Context: an optimization exercise on an open-source flow, tuned for small area and few clock cycles. The choices shown serve that exercise and are no tape-out recipe. Function was checked by simulation only, so behaviour that the tests miss may differ from the original. Power figures rest on the tool's default switching activity, not on a simulated workload.

==> flow/design.v <==
package gfq_pkg;
	localparam int CAPACITY    = 64;
	localparam int NUM_GROUPS  = 16;
	localparam int ID_BITS     = 16;
	localparam int GROUP_BITS  = 5;
	localparam int STATUS_BITS = 3;
	localparam int SLOT_W = (CAPACITY > 1) ? $clog2(CAPACITY) : 1;
	localparam int FCNT_W = $clog2(CAPACITY + 1);
	localparam int GRP_W  = (NUM_GROUPS > 1) ? $clog2(NUM_GROUPS) : 1;
	localparam int OCNT_W = $clog2(NUM_GROUPS + 1);
	typedef enum logic [STATUS_BITS-1:0] {
		ST_ENQUEUED = 3'd0,
		ST_IGNORED  = 3'd1,
		ST_DROPPED  = 3'd2,
		ST_DEQUEUED = 3'd3,
		ST_EMPTY    = 3'd4
	} status_t;
	function automatic logic [SLOT_W-1:0] slot_inc(input logic [SLOT_W-1:0] v);
		slot_inc = (v == SLOT_W'(CAPACITY - 1)) ? '0 : v + SLOT_W'(1);
	endfunction
	function automatic logic [GRP_W-1:0] grp_inc(input logic [GRP_W-1:0] v);
		grp_inc = (v == GRP_W'(NUM_GROUPS - 1)) ? '0 : v + GRP_W'(1);
	endfunction
endpackage
import gfq_pkg::*;
module grouped_fifo_queue (
	input  logic                           clk,
	input  logic                           arst_n,
	input  logic                           in_valid,
	output logic                           in_ready,
	input  logic                           kind,
	input  logic [gfq_pkg::ID_BITS-1:0]    member_id,
	input  logic [gfq_pkg::GROUP_BITS-1:0] group,
	output logic                           out_valid,
	input  logic                           out_ready,
	output logic [gfq_pkg::STATUS_BITS-1:0] status,
	output logic [gfq_pkg::ID_BITS-1:0]    out_id
);
	logic [ID_BITS-1:0] data_q  [CAPACITY];
	logic [FCNT_W-1:0]  end_q   [NUM_GROUPS];
	logic [FCNT_W-1:0]  count_q;
	logic               out_valid_q;
	logic [STATUS_BITS-1:0] status_q;
	logic [ID_BITS-1:0] out_id_q;
	logic               fire, grp_ok, full, empty, do_enq, do_deq;
	logic [GRP_W-1:0]   enq_g;
	logic [FCNT_W-1:0]  g_end, ins_pos;
	logic [STATUS_BITS-1:0] res_status;
	assign in_ready  = !out_valid_q || out_ready;
	assign fire      = in_valid && in_ready;
	assign out_valid = out_valid_q;
	assign status    = status_q;
	assign out_id    = out_id_q;
	assign grp_ok = (group != '0) && (group <= GROUP_BITS'(NUM_GROUPS));
	assign enq_g  = GRP_W'(group - GROUP_BITS'(1));
	assign full   = (count_q == FCNT_W'(CAPACITY));
	assign empty  = (count_q == '0);
	assign do_enq = fire && !kind && grp_ok && !full;
	assign do_deq = fire && kind && !empty;
	assign g_end   = end_q[enq_g];
	assign ins_pos = (g_end == '0) ? count_q : g_end;
	always_comb begin
		if (!kind) begin
			if (!grp_ok)
				res_status = gfq_pkg::ST_IGNORED;
			else if (full)
				res_status = gfq_pkg::ST_DROPPED;
			else
				res_status = gfq_pkg::ST_ENQUEUED;
		end else begin
			res_status = empty ? gfq_pkg::ST_EMPTY : gfq_pkg::ST_DEQUEUED;
		end
	end
	logic [CAPACITY-1:0] sel_dn, sel_up, sel_new, sel_hold;
	always_comb begin
		for (int i = 0; i < CAPACITY; i++) begin
			sel_dn[i]   = do_deq;
			sel_up[i]   = do_enq && (FCNT_W'(i) > ins_pos);
			sel_new[i]  = do_enq && (FCNT_W'(i) == ins_pos);
			sel_hold[i] = !(sel_dn[i] || sel_up[i] || sel_new[i]);
		end
	end
	always_ff @(posedge clk) begin
		for (int i = 0; i < CAPACITY; i++) begin
			data_q[i] <= ({ID_BITS{sel_hold[i]}} & data_q[i])
			           | ({ID_BITS{sel_dn[i]}}   & ((i < CAPACITY - 1) ? data_q[(i + 1) % CAPACITY] : member_id))
			           | ({ID_BITS{sel_up[i]}}   & ((i > 0) ? data_q[(i + CAPACITY - 1) % CAPACITY] : member_id))
			           | ({ID_BITS{sel_new[i]}}  & member_id);
		end
	end
	always_ff @(posedge clk or negedge arst_n) begin
		if (!arst_n) begin
			for (int g = 0; g < NUM_GROUPS; g++)
				end_q[g] <= '0;
			count_q     <= '0;
			out_valid_q <= 1'b0;
		end else begin
			for (int g = 0; g < NUM_GROUPS; g++) begin
				if (do_deq) begin
					if (end_q[g] != '0)
						end_q[g] <= end_q[g] - FCNT_W'(1);
				end else if (do_enq) begin
					if (GRP_W'(g) == enq_g)
						end_q[g] <= ins_pos + FCNT_W'(1);
					else if (end_q[g] > ins_pos)
						end_q[g] <= end_q[g] + FCNT_W'(1);
				end
			end
			if (do_deq)
				count_q <= count_q - FCNT_W'(1);
			else if (do_enq)
				count_q <= count_q + FCNT_W'(1);
			if (fire)
				out_valid_q <= 1'b1;
			else if (out_ready)
				out_valid_q <= 1'b0;
		end
	end
	always_ff @(posedge clk) begin
		if (fire) begin
			status_q <= res_status;
			out_id_q <= (res_status == gfq_pkg::ST_DEQUEUED) ? data_q[0] : '0;
		end
	end
endmodule
export LEC_CHECK = 0
export CAP_MARGIN = 20
export CORE_MARGIN = 2
export CORE_UTILIZATION = 40
export SLEW_MARGIN = 20
create_clock -name core_clock -period 8.0 [get_ports {clk}]
run.sh (not shown) runs the stock make flow with config.mk's settings and CLKGATE_MAP_FILE= SYNTH_SCRIPT=/design/flow/synth_recipe.tcl, a recipe that flattens the netlist after the stock synthesis.
Testbench counts at the start, summed over its fixed seeds: cycles 32,008.
Edit:
--- a/flow/design.v
+++ b/flow/design.v
@@ -40,13 +40,13 @@
 	logic [FCNT_W-1:0]  end_q   [NUM_GROUPS];
 	logic [FCNT_W-1:0]  count_q;
 	logic               out_valid_q;
 	logic [STATUS_BITS-1:0] status_q;
 	logic [ID_BITS-1:0] out_id_q;
-	logic               fire, grp_ok, full, empty, do_enq, do_deq;
+	logic               fire, grp_ok, full, empty, do_enq, do_deq, g_ne;
 	logic [GRP_W-1:0]   enq_g;
-	logic [FCNT_W-1:0]  g_end, ins_pos;
+	logic [FCNT_W-1:0]  g_end, ins_pos, after_pos, count_p1;
 	logic [STATUS_BITS-1:0] res_status;
 	assign in_ready  = !out_valid_q || out_ready;
 	assign fire      = in_valid && in_ready;
 	assign out_valid = out_valid_q;
 	assign status    = status_q;
@@ -55,22 +55,44 @@
 	assign enq_g  = GRP_W'(group - GROUP_BITS'(1));
 	assign full   = (count_q == FCNT_W'(CAPACITY));
 	assign empty  = (count_q == '0);
 	assign do_enq = fire && !kind && grp_ok && !full;
 	assign do_deq = fire && kind && !empty;
-	assign g_end   = end_q[enq_g];
-	assign ins_pos = (g_end == '0) ? count_q : g_end;
+	assign g_end     = end_q[enq_g];
+	assign g_ne      = (g_end != '0);
+	assign ins_pos   = g_ne ? g_end : count_q;
+	assign after_pos = g_ne ? g_end - FCNT_W'(1) : count_q;
+	assign count_p1  = count_q + FCNT_W'(1);
 	always_comb begin
 		if (!kind) begin
 			if (!grp_ok)
 				res_status = gfq_pkg::ST_IGNORED;
 			else if (full)
 				res_status = gfq_pkg::ST_DROPPED;
 			else
 				res_status = gfq_pkg::ST_ENQUEUED;
 		end else begin
 			res_status = empty ? gfq_pkg::ST_EMPTY : gfq_pkg::ST_DEQUEUED;
+		end
+	end
+	logic [FCNT_W-1:0] end_nxt [NUM_GROUPS];
+	always_comb begin
+		for (int g = 0; g < NUM_GROUPS; g++) begin
+			logic up, dn, ld;
+			logic [FCNT_W:0] uc, dc;
+			up = do_enq && (end_q[g] > after_pos);
+			dn = do_deq && (end_q[g] != '0);
+			ld = do_enq && !g_ne && (GRP_W'(g) == enq_g);
+			uc[0] = 1'b1;
+			dc[0] = 1'b1;
+			for (int k = 0; k < FCNT_W; k++) begin
+				uc[k+1] = uc[k] & end_q[g][k];
+				dc[k+1] = dc[k] & ~end_q[g][k];
+			end
+			for (int k = 0; k < FCNT_W; k++)
+				end_nxt[g][k] = (end_q[g][k] ^ ((up & uc[k]) | (dn & dc[k])))
+				              | (ld & count_p1[k]);
 		end
 	end
 	logic [CAPACITY-1:0] sel_dn, sel_up, sel_new, sel_hold;
 	always_comb begin
 		for (int i = 0; i < CAPACITY; i++) begin
@@ -93,25 +115,16 @@
 			for (int g = 0; g < NUM_GROUPS; g++)
 				end_q[g] <= '0;
 			count_q     <= '0;
 			out_valid_q <= 1'b0;
 		end else begin
-			for (int g = 0; g < NUM_GROUPS; g++) begin
-				if (do_deq) begin
-					if (end_q[g] != '0)
-						end_q[g] <= end_q[g] - FCNT_W'(1);
-				end else if (do_enq) begin
-					if (GRP_W'(g) == enq_g)
-						end_q[g] <= ins_pos + FCNT_W'(1);
-					else if (end_q[g] > ins_pos)
-						end_q[g] <= end_q[g] + FCNT_W'(1);
-				end
-			end
+			for (int g = 0; g < NUM_GROUPS; g++)
+				end_q[g] <= end_nxt[g];
 			if (do_deq)
 				count_q <= count_q - FCNT_W'(1);
 			else if (do_enq)
-				count_q <= count_q + FCNT_W'(1);
+				count_q <= count_p1;
 			if (fire)
 				out_valid_q <= 1'b1;
 			else if (out_ready)
 				out_valid_q <= 1'b0;
 		end
After rerunning: Non-clock buffer count is higher by 27; total power is about the same; routed wire length rises by 4.3%; final area falls by 4.2%; critical path depth is higher by 1; core utilization went up by 0.24 points; die area drops by 5.3%; count of clock-buffer cells in the layout went down by 2; setup slack got worse by 0.38 ns; clock power is higher by about 2%; final cell count falls by 2.7%; first-iteration DRC count goes up by 21%; sequential share of layout area went up by 1.6 points.
Testbench counts after the change, summed over its fixed seeds: cycles 32,008.

[what the ideal ports hide]
The results above use ideal ports. As a check the final layouts listed here were re-extracted and re-timed, cells and wires unchanged.
Step 1 sets driving cells, clkbuf_16 on the clock port and buf_2 on the other inputs (assumed; they add their load-dependent delay and slew).
Step 2, shift: input delay + t, output delay - t, t = (earliest + latest rising clock arrival at the registers) / 2. This alone moves slack from input paths to output paths.
a / b / c = ideal / step 1 / step 2; a / b = the first two.
| run | shift t [ns] | slack for setup (ns) | worst setup path at the end | worst data-port slew with drivers (ns) |
|---|---|---|---|---|
| the first run | 0.855 | 1.144 / 1.150 / 0.295 | input to register | 0.08 |
| the second run | 0.838 | 0.768 / 0.825 / -0.013 | input to register | 0.06 |
Met with ideal ports but missed after step 2: setup timing in the second run. For the first run, which loses most, drivers alone change the setup slack by +0.006 ns; drivers and shift together by -0.849 ns.
